Source: an optimization exercise on an open RTL-to-GDS flow (aim: small area). Production flows keep margins and buffers that such runs may drop. Function was checked by simulation only, so behaviour that the tests miss may differ from the original. Power is estimated from default activity; no workload was simulated.

==> inputs of run R <==
Design board_updater, start of the top module:
module board_updater #(
	parameter int NUM_SQUARES = board_pkg::NUM_SQUARES,
	parameter int RANK_LEN    = board_pkg::RANK_LEN
) (
	input  logic                                           clk,
	input  logic                                           arst_n,
	input  logic                                           enable,
	input  logic                                           color_type,  
	input  logic                                           undo,
	input  logic [NUM_SQUARES-1:0]                         initial_position,
	input  logic [NUM_SQUARES-1:0]                         moved_position,
	input  logic [piece_pkg::KIND_W-1:0]                   moving_piece,
	input  logic [piece_pkg::KIND_W-1:0]                   captured_piece,
	output logic [NUM_SQUARES-1:0]                         square_en,
	output logic [NUM_SQUARES-1:0][piece_pkg::CODE_W-1:0] square_code
);
==> flow/config.mk <==
export PLATFORM = sky130hd
export DESIGN_NAME = board_updater
export DESIGN_NICKNAME = board_updater
export VERILOG_FILES = /design/flow/design.v
export SDC_FILE = /design/flow/constraint.sdc
export NUM_CORES = 4
export LEC_CHECK = 0
export CAP_MARGIN = 20
export CORE_AREA = 3 3 267 77
export DIE_AREA = 0 0 270 80
export SLEW_MARGIN = 20
export SYNTH_HIERARCHICAL = 1
==> flow/constraint.sdc <==
create_clock -name core_clock -period 12.0 [get_ports {clk}]
set_input_delay 2.4000 -clock core_clock [delete_from_list [all_inputs] [get_ports {clk}]]
set_output_delay 2.4000 -clock core_clock [all_outputs]
set_load 0.01 [all_outputs]
standard.sh (not shown) runs the stock make flow with config.mk's settings and CLKGATE_MAP_FILE= SYNTH_SCRIPT=/design/flow/synth_recipe.tcl, a recipe that flattens the netlist after the stock synthesis.
==> flow/flow/run.sh <==
#!/bin/bash
# Layout: the standard ORFS flow, with minimum-size port buffers, small
# clock buffers and no dummy clock loads, and the
# synthesized netlist's combinational cells set to their smallest size before
# floorplanning (repair_design sizes up what needs it).
set -euo pipefail
cd "$(dirname "$0")/.."
KNOBS=(
	BUFFER_PORTS_ARGS="-buffer_cell sky130_fd_sc_hd__buf_1"
	CTS_ARGS="-sink_clustering_enable -repair_clock_nets -dont_use_dummy_load -buf_list sky130_fd_sc_hd__clkbuf_8"
)
RES=orfs/results/sky130hd/board_updater/base
bash standard.sh "${KNOBS[@]}" synth > flow_synth.log 2>&1
python3 flow/downsize.py "$FLOW_HOME/platforms/sky130hd/lib/sky130_fd_sc_hd__tt_025C_1v80.lib" \
	$RES/1_2_yosys.v > flow_downsize.log 2>&1
rm -f $RES/1_synth.odb
bash standard.sh "${KNOBS[@]}" finish > flow_finish.log 2>&1
Other scripts of this flow, unchanged in this note and not shown: flow/flow/downsize.py
==> run D (differences from run R) <==
--- a/flow/design.v
+++ b/flow/design.v
@@ -41,41 +41,16 @@
 endmodule
 module nand2_cell (
 	input  logic a,
 	input  logic b,
 	output logic y
 );
 	assign y = !(a && b);
 endmodule
-module and2_cell (
-	input  logic a,
-	input  logic b,
-	output logic y
-);
-	assign y = a && b;
-endmodule
-module a22o_cell (
-	input  logic a1,
-	input  logic a2,
-	input  logic b1,
-	input  logic b2,
-	output logic y
-);
-	assign y = (a1 && a2) || (b1 && b2);
-endmodule
-module a22oi_cell (
-	input  logic a1,
-	input  logic a2,
-	input  logic b1,
-	input  logic b2,
-	output logic y
-);
-	assign y = !((a1 && a2) || (b1 && b2));
-endmodule
 module nand3_cell (
 	input  logic a,
 	input  logic b,
 	input  logic c,
 	output logic y
 );
 	assign y = !(a && b && c);
 endmodule
@@ -123,73 +98,48 @@
 endmodule
 module piece_encoder (
 	input  logic                         color_type,
 	input  logic                         undo,
 	input  logic                         far_white,  
 	input  logic                         far_black,  
 	input  logic [piece_pkg::KIND_W-1:0] moving_piece,
 	input  logic [piece_pkg::KIND_W-1:0] captured_piece,
-	output logic [2:0]                   mover_bad,
-	output logic                         mover_any,
-	output logic [2:0]                   captured_bad,
-	output logic                         captured_any,
+	output logic                         pieces_ok,
 	output logic [piece_pkg::CODE_W-1:0] origin_code,
 	output logic [piece_pkg::CODE_W-1:0] dest_code
 );
-	logic [5:0] p, c;
-	assign p = moving_piece;
-	assign c = captured_piece;
-	logic [2:0] m_hi_n, m_lo_n, c_hi_n, c_lo_n;
-	nor3_cell u_m_hi0 (.a(p[1]), .b(p[3]), .c(p[5]), .y(m_hi_n[0]));
-	nor3_cell u_m_lo0 (.a(p[0]), .b(p[2]), .c(p[4]), .y(m_lo_n[0]));
-	nor2_cell u_m_hi1 (.a(p[2]), .b(p[3]), .y(m_hi_n[1]));
-	nor4_cell u_m_lo1 (.a(p[0]), .b(p[1]), .c(p[4]), .d(p[5]), .y(m_lo_n[1]));
-	nor2_cell u_m_hi2 (.a(p[4]), .b(p[5]), .y(m_hi_n[2]));
-	nor4_cell u_m_lo2 (.a(p[0]), .b(p[1]), .c(p[2]), .d(p[3]), .y(m_lo_n[2]));
-	nor3_cell u_c_hi0 (.a(c[1]), .b(c[3]), .c(c[5]), .y(c_hi_n[0]));
-	nor3_cell u_c_lo0 (.a(c[0]), .b(c[2]), .c(c[4]), .y(c_lo_n[0]));
-	nor2_cell u_c_hi1 (.a(c[2]), .b(c[3]), .y(c_hi_n[1]));
-	nor4_cell u_c_lo1 (.a(c[0]), .b(c[1]), .c(c[4]), .d(c[5]), .y(c_lo_n[1]));
-	nor2_cell u_c_hi2 (.a(c[4]), .b(c[5]), .y(c_hi_n[2]));
-	nor4_cell u_c_lo2 (.a(c[0]), .b(c[1]), .c(c[2]), .d(c[3]), .y(c_lo_n[2]));
-	for (genvar j = 0; j < 3; j++) begin : g_bad
-		nor2_cell u_m_bad (.a(m_hi_n[j]), .b(m_lo_n[j]), .y(mover_bad[j]));
-		nor2_cell u_c_bad (.a(c_hi_n[j]), .b(c_lo_n[j]), .y(captured_bad[j]));
+	logic [piece_pkg::KIND_CODE_W-1:0] mover_kind, captured_kind;
+	logic [2:0] m_hi, m_lo, c_hi, c_lo;
+	logic       captured_any, promote;
+	function automatic logic [piece_pkg::KIND_CODE_W-1:0] kind_code(input logic [5:0] k);
+		kind_code = {k[1] | k[4], k[3] | k[4], k[5], k[0], k[2]};
+	endfunction
+	function automatic logic [2:0] hi_side(input logic [5:0] k);
+		hi_side = {k[5] | k[4], k[3] | k[2], k[5] | k[3] | k[1]};
+	endfunction
+	function automatic logic [2:0] lo_side(input logic [5:0] k);
+		lo_side = {k[3] | k[2] | k[1] | k[0], k[5] | k[4] | k[1] | k[0], k[4] | k[2] | k[0]};
+	endfunction
+	assign mover_kind    = kind_code(moving_piece);
+	assign captured_kind = kind_code(captured_piece);
+	assign m_hi          = hi_side(moving_piece);
+	assign m_lo          = lo_side(moving_piece);
+	assign c_hi          = hi_side(captured_piece);
+	assign c_lo          = lo_side(captured_piece);
+	assign captured_any  = c_hi[0] | c_lo[0];
+	assign pieces_ok = (m_hi[0] | m_lo[0]) && !(|(m_hi & m_lo)) && !(|(c_hi & c_lo));
+	assign promote = moving_piece[0] && (color_type ? far_white : far_black);
+	always_comb begin
+		origin_code = undo ? {color_type, mover_kind} : piece_pkg::EMPTY_CODE;
+		if (undo)
+			dest_code = captured_any ? {~color_type, captured_kind} : piece_pkg::EMPTY_CODE;
+		else
+			dest_code = {color_type, promote ? piece_pkg::CODE_QUEEN : mover_kind};
 	end
-	nand2_cell u_m_any (.a(m_hi_n[0]), .b(m_lo_n[0]), .y(mover_any));
-	nand2_cell u_c_any (.a(c_hi_n[0]), .b(c_lo_n[0]), .y(captured_any));
-	logic undo_n, color_n, far_n, pawn_n, promote, pawn_stays_n;
-	logic m34_n, m14_n, c34_n, c14_n, c0_n, play3_n, play4_n, white_back_n;
-	inv_cell u_undo_n  (.a(undo), .y(undo_n));
-	inv_cell u_color_n (.a(color_type), .y(color_n));
-	inv_cell u_pawn_n  (.a(p[0]), .y(pawn_n));
-	inv_cell u_c0_n    (.a(c[0]), .y(c0_n));
-	and2_cell u_o0 (.a(undo), .b(p[2]), .y(origin_code[0]));
-	and2_cell u_o1 (.a(undo), .b(p[0]), .y(origin_code[1]));
-	and2_cell u_o2 (.a(undo), .b(p[5]), .y(origin_code[2]));
-	nor2_cell u_m34 (.a(p[3]), .b(p[4]), .y(m34_n));
-	nor2_cell u_o3  (.a(undo_n), .b(m34_n), .y(origin_code[3]));
-	nor2_cell u_m14 (.a(p[1]), .b(p[4]), .y(m14_n));
-	nor2_cell u_o4  (.a(undo_n), .b(m14_n), .y(origin_code[4]));
-	and2_cell u_o5 (.a(undo), .b(color_type), .y(origin_code[5]));
-	a22oi_cell u_far_n (.a1(color_type), .a2(far_white), .b1(color_n), .b2(far_black), .y(far_n));
-	nor2_cell  u_promote (.a(pawn_n), .b(far_n), .y(promote));
-	nand2_cell u_pawn_stays (.a(p[0]), .b(far_n), .y(pawn_stays_n));
-	a22o_cell u_d0 (.a1(undo), .a2(c[2]), .b1(undo_n), .b2(p[2]), .y(dest_code[0]));
-	or_nand_cell u_d1 (.a1(undo), .a2(pawn_stays_n), .b1(undo_n), .b2(c0_n), .y(dest_code[1]));
-	a22o_cell u_d2 (.a1(undo), .a2(c[5]), .b1(undo_n), .b2(p[5]), .y(dest_code[2]));
-	nor3_cell u_play3 (.a(p[3]), .b(p[4]), .c(promote), .y(play3_n));
-	nor2_cell u_c34 (.a(c[3]), .b(c[4]), .y(c34_n));
-	or_nand_cell u_d3 (.a1(undo), .a2(play3_n), .b1(undo_n), .b2(c34_n), .y(dest_code[3]));
-	nor3_cell u_play4 (.a(p[1]), .b(p[4]), .c(promote), .y(play4_n));
-	nor2_cell u_c14 (.a(c[1]), .b(c[4]), .y(c14_n));
-	or_nand_cell u_d4 (.a1(undo), .a2(play4_n), .b1(undo_n), .b2(c14_n), .y(dest_code[4]));
-	nand2_cell u_white_back (.a(color_n), .b(captured_any), .y(white_back_n));
-	or_nand_cell u_d5 (.a1(undo), .a2(color_n), .b1(undo_n), .b2(white_back_n), .y(dest_code[5]));
 endmodule
 module move_classifier (
 	input  logic                         enable,
 	input  logic                         color_type,
 	input  logic                         undo,
 	input  logic [63:0]                  initial_position,
 	input  logic [63:0]                  moved_position,
 	input  logic [piece_pkg::KIND_W-1:0] moving_piece,
@@ -200,18 +150,17 @@
 	output logic [2:0]                   drank_n,
 	output logic [2:0]                   dfile_n,
 	output logic [piece_pkg::CODE_W-1:0] origin_code,
 	output logic [piece_pkg::CODE_W-1:0] dest_code
 );
 	logic       o_ok, d_ok;
 	logic       d_top, d_low;
 	logic [2:0] orank_lo_n, ofile_lo_n, drank_lo_n, dfile_lo_n;
-	logic [2:0] mover_bad, captured_bad;
-	logic       mover_any, captured_any, same_square;
+	logic       pieces_ok, same_square;
 	square_index u_origin_index (
 		.pos      (initial_position),
 		.rank_n   (orank_n),
 		.file_n   (ofile_n),
 		.rank_lo_n(orank_lo_n),
 		.file_lo_n(ofile_lo_n),
 		.ok       (o_ok),
 		.top_rank (),
@@ -229,27 +178,23 @@
 	);
 	piece_encoder u_pieces (
 		.color_type     (color_type),
 		.undo           (undo),
 		.far_white      (d_top),
 		.far_black      (d_low),
 		.moving_piece   (moving_piece),
 		.captured_piece (captured_piece),
-		.mover_bad      (mover_bad),
-		.mover_any      (mover_any),
-		.captured_bad   (captured_bad),
-		.captured_any   (captured_any),
+		.pieces_ok      (pieces_ok),
 		.origin_code    (origin_code),
 		.dest_code      (dest_code)
 	);
 	assign same_square = &((~orank_n & ~drank_n) | (~orank_lo_n & ~drank_lo_n)) &&
 		&((~ofile_n & ~dfile_n) | (~ofile_lo_n & ~dfile_lo_n));
-	assign move_ok     = enable && o_ok && d_ok && !same_square && mover_any &&
-		!(|mover_bad) && !(|captured_bad);
+	assign move_ok     = enable && o_ok && d_ok && !same_square && pieces_ok;
 endmodule
 module square_index (
 	input  logic [63:0] pos,
 	output logic [2:0]  rank_n,
 	output logic [2:0]  file_n,
 	output logic [2:0]  rank_lo_n,
 	output logic [2:0]  file_lo_n,
 	output logic        ok,
==> comparison table <==
Syn Nets: run R 1,064; run D 1,061
Area fraction of clock buffers and clock inverters: run R 0.00835; run D 0.00834
Worst hold margin: run R 0.315 ns; run D 0.330 ns
Worst-case register-to-register setup slack: run R 11.53 ns; run D 11.46 ns
Power per cell area: run R 46.3 nW/µm²; run D 45.6 nW/µm²
Initial core utilization: run R 0.301; run D 0.302
Routability-driven placement congestion ratio: run R 0.964; run D 0.962
Worst-path maximum fanout: run R 3; run D 16
Final worst path period need: run R 4.85 ns; run D 4.76 ns
Design internal power: run R 234 µW; run D 232 µW
Fraction of final layout cells sized beyond drive strength 1: run R 0.0515; run D 0.0509
Fraction of power consumed by sequential logic: run R 0.458; run D 0.461
Synthesis warning total: run R 7; run D 8
CP startpoint kind: run R primary input; run D flip-flop
Core utilization of the finished layout: run R 0.442; run D 0.443
Outcome: run R complete, no violations; run D complete, no violations
Dpl cell area: run R 8170 µm²; run D 8190 µm²

[re-timing with driven ports]
The flow's constraints put no driver on any port. The routed layouts listed below were extracted and timed again, unchanged, in two steps. Step 1: set_driving_cell puts a clkbuf_16 on clk and a buf_2 on each other input, an assumption about the parent block. Step 2 times the ports against the registers' clock, not the clock port: input delays grow and output delays shrink by t, the midpoint of the rising clock arrivals with the driver on. a / b / c = ideal / step 1 / step 2; a / b = the first two.
run	t, ns	slack for setup (ns)	worst setup path after step 2	worst register clock-pin slew, ns	pins driven straight from the clock port
run R	0.324	7.151 / 7.153 / 6.830	input to register	0.09 / 0.09	1
run D	0.325	7.240 / 7.206 / 6.934	input to register	0.09 / 0.09	1
After both steps every run listed still meets setup and hold. For run R, which loses most, drivers alone change the setup slack by +0.002 ns; drivers and shift together by -0.321 ns.
